From an optimization exercise on the open Yosys and OpenROAD flow, aimed at small area, a short achievable clock period and few clock cycles per item; shortcuts taken in it are not production practice.
RTL that was checked went through simulation tests only; none was proved equivalent to the original.

==> module scaler, before the edit <==
module scaler (
    input  logic          clk,
    input  logic          rst_n,
    input  logic          in_write,
    input  pel_pkg::pel_t in_din,
    output logic          in_full,
    input  logic [15:0]   coef,
    input  logic          out_read,
    output pel_pkg::pel_t out_dout,
    output logic          out_empty
);
    logic          v1, v2;
    pel_pkg::pel_t pel_d, pel_q;
    logic [7:0]    one_q, two_q, neg_q;
    logic          b15_q;
    logic [15:0]   s_d, c_d;
    logic [15:1]   t_d, g_d, t_q, g_q;
    logic          y0_d, y0_q, ci_d, ci_q;
    logic          go2, adv, acc;
    logic [16:0] cx;
    assign cx = {coef, 1'b0};
    always_ff @(posedge clk)
    begin
        for (int j = 0; j < 8; j++)
        begin
            one_q[j] <= cx[2*j+1] ^ cx[2*j];
            two_q[j] <= (cx[2*j+2] & ~cx[2*j+1] & ~cx[2*j])
                      | (~cx[2*j+2] & cx[2*j+1] & cx[2*j]);
            neg_q[j] <= cx[2*j+2];
        end
        b15_q <= coef[15];
    end
    assign go2     = ~v2 | out_read;
    assign adv     = v1 & go2;
    assign in_full = v1 & ~go2;
    assign acc     = in_write & ~in_full;
    lane_hold u_hold (
        .d   (in_din),
        .q   (pel_q),
        .v1  (v1),
        .v2  (v2),
        .rd  (out_read),
        .y   (pel_d)
    );
    mul_tree u_tree (
        .a    (pel_q),
        .one  (one_q),
        .two  (two_q),
        .neg  (neg_q),
        .b15  (b15_q),
        .s    (s_d),
        .c    (c_d)
    );
    assign t_d  = s_d[15:1] | c_d[15:1];
    assign g_d  = s_d[15:1] & c_d[15:1];
    assign y0_d = s_d[0] ^ c_d[0];
    assign ci_d = s_d[0] & c_d[0];
    logic [31:0] r_d;
    lane_keep u_keep (
        .d    ({t_d, g_d, y0_d, ci_d}),
        .q    ({t_q, g_q, y0_q, ci_q}),
        .v2   (v2),
        .rd   (out_read),
        .y    (r_d)
    );
    always_ff @(posedge clk)
    begin
        pel_q                  <= pel_d;
        {t_q, g_q, y0_q, ci_q} <= r_d;
    end
    always_ff @(posedge clk or negedge rst_n)
    begin
        if (!rst_n)
        begin
            v1 <= 1'b0;
            v2 <= 1'b0;
        end
        else
        begin
            v1 <= acc | (v1 & ~adv);
            if (go2)
                v2 <= v1;
        end
    end
    mul_cpa u_cpa (
        .t  (t_q),
        .g  (g_q),
        .ci (ci_q),
        .y  (out_dout[15:1])
    );
    assign out_dout[0] = y0_q;
    assign out_empty   = ~v2;
endmodule
==> module lane_keep, before the edit <==
module lane_keep (
    input  logic [31:0] d,
    input  logic [31:0] q,
    input  logic        v2,
    input  logic        rd,
    output logic [31:0] y
);
    assign y = (v2 & ~rd) ? q : d;
endmodule
export LEC_CHECK = 0
export CAP_MARGIN = 20
export CORE_MARGIN = 2
export CORE_UTILIZATION = 65
export CTS_BUF_LIST = sky130_fd_sc_hd__clkbuf_4 sky130_fd_sc_hd__clkbuf_8
export CTS_CLUSTER_DIAMETER = 100
export CTS_CLUSTER_SIZE = 30
export PLACE_DENSITY = 0.75
export SETUP_SLACK_MARGIN = 4.3
export SLEW_MARGIN = 20
export SYNTH_HIERARCHICAL = 1
create_clock -name core_clock -period 8.0 [get_ports {clk}]
standard.sh (not shown) runs the stock make flow with config.mk's settings and CLKGATE_MAP_FILE= SYNTH_SCRIPT=/design/flow/synth_recipe.tcl, a recipe that flattens the netlist after the stock synthesis.
==> flow/flow/run.sh <==
#!/bin/bash
# the standard layout, with plain buffers (not delay cells) on the ports
bash standard.sh "BUFFER_PORTS_ARGS=-buffer_cell sky130_fd_sc_hd__buf_2" finish > standard.log 2>&1
Edit:
--- a/flow/design.v
+++ b/flow/design.v
@@ -64,24 +64,22 @@
         .c    (c_d)
     );
     assign t_d  = s_d[15:1] | c_d[15:1];
     assign g_d  = s_d[15:1] & c_d[15:1];
     assign y0_d = s_d[0] ^ c_d[0];
     assign ci_d = s_d[0] & c_d[0];
-    logic [31:0] r_d;
-    lane_keep u_keep (
-        .d    ({t_d, g_d, y0_d, ci_d}),
-        .q    ({t_q, g_q, y0_q, ci_q}),
-        .v2   (v2),
-        .rd   (out_read),
-        .y    (r_d)
-    );
     always_ff @(posedge clk)
     begin
-        pel_q                  <= pel_d;
-        {t_q, g_q, y0_q, ci_q} <= r_d;
+        pel_q <= pel_d;
+        if (go2)
+        begin
+            t_q  <= t_d;
+            g_q  <= g_d;
+            y0_q <= y0_d;
+            ci_q <= ci_d;
+        end
     end
     always_ff @(posedge clk or negedge rst_n)
     begin
         if (!rst_n)
         begin
             v1 <= 1'b0;
@@ -110,21 +108,12 @@
     input  logic        v2,
     input  logic        rd,
     output logic [15:0] y
 );
     assign y = (v1 & v2 & ~rd) ? q : d;
 endmodule
-module lane_keep (
-    input  logic [31:0] d,
-    input  logic [31:0] q,
-    input  logic        v2,
-    input  logic        rd,
-    output logic [31:0] y
-);
-    assign y = (v2 & ~rd) ? q : d;
-endmodule
 module mul_tree (
     input  logic [15:0] a,
     input  logic [7:0]  one,
     input  logic [7:0]  two,
     input  logic [7:0]  neg,
     input  logic        b15,
=> The new run completed without violations. Global-route usage hardly moves. Cell count falls by 5.1%. Worst setup slack improved by 17 ps. Worst hold slack improved by 65 ps. Design area falls by 4.7%. Count of clock-buffer cells in the layout stays the same. Via count falls by 4.4%. Routed wire length falls by 4.5%. Maximum frequency rises by 0.46%. First-iteration DRC count falls by 24%. Die area falls by 2.8%.
Testbench counts after the change, summed over its fixed seeds: cycles 8,016, items 16,000.
Only the layout flow was run in the first run of this note; the RTL was not checked for function there.

[what the ideal ports hide]
Ports are ideal in the flow. The routed layouts listed here were re-timed in OpenROAD.
Step 1 sets driving cells, clkbuf_16 on the clock port and buf_2 on the other inputs (assumed; they add their load-dependent delay and slew).
Step 2 times the ports against the registers' clock, not the clock port: input delays grow and output delays shrink by t, the midpoint of the rising clock arrivals with the driver on.
a / b / c = ideal ports / drivers / drivers and shift; a / b = the first two.
run	t, ns	setup slack, ns	worst data-port slew with drivers (ns)
the first run	0.489	4.276 / 4.276 / 4.276	0.06
the second run	0.481	4.293 / 4.248 / 4.324	0.04
After both steps every run listed still meets setup and hold.
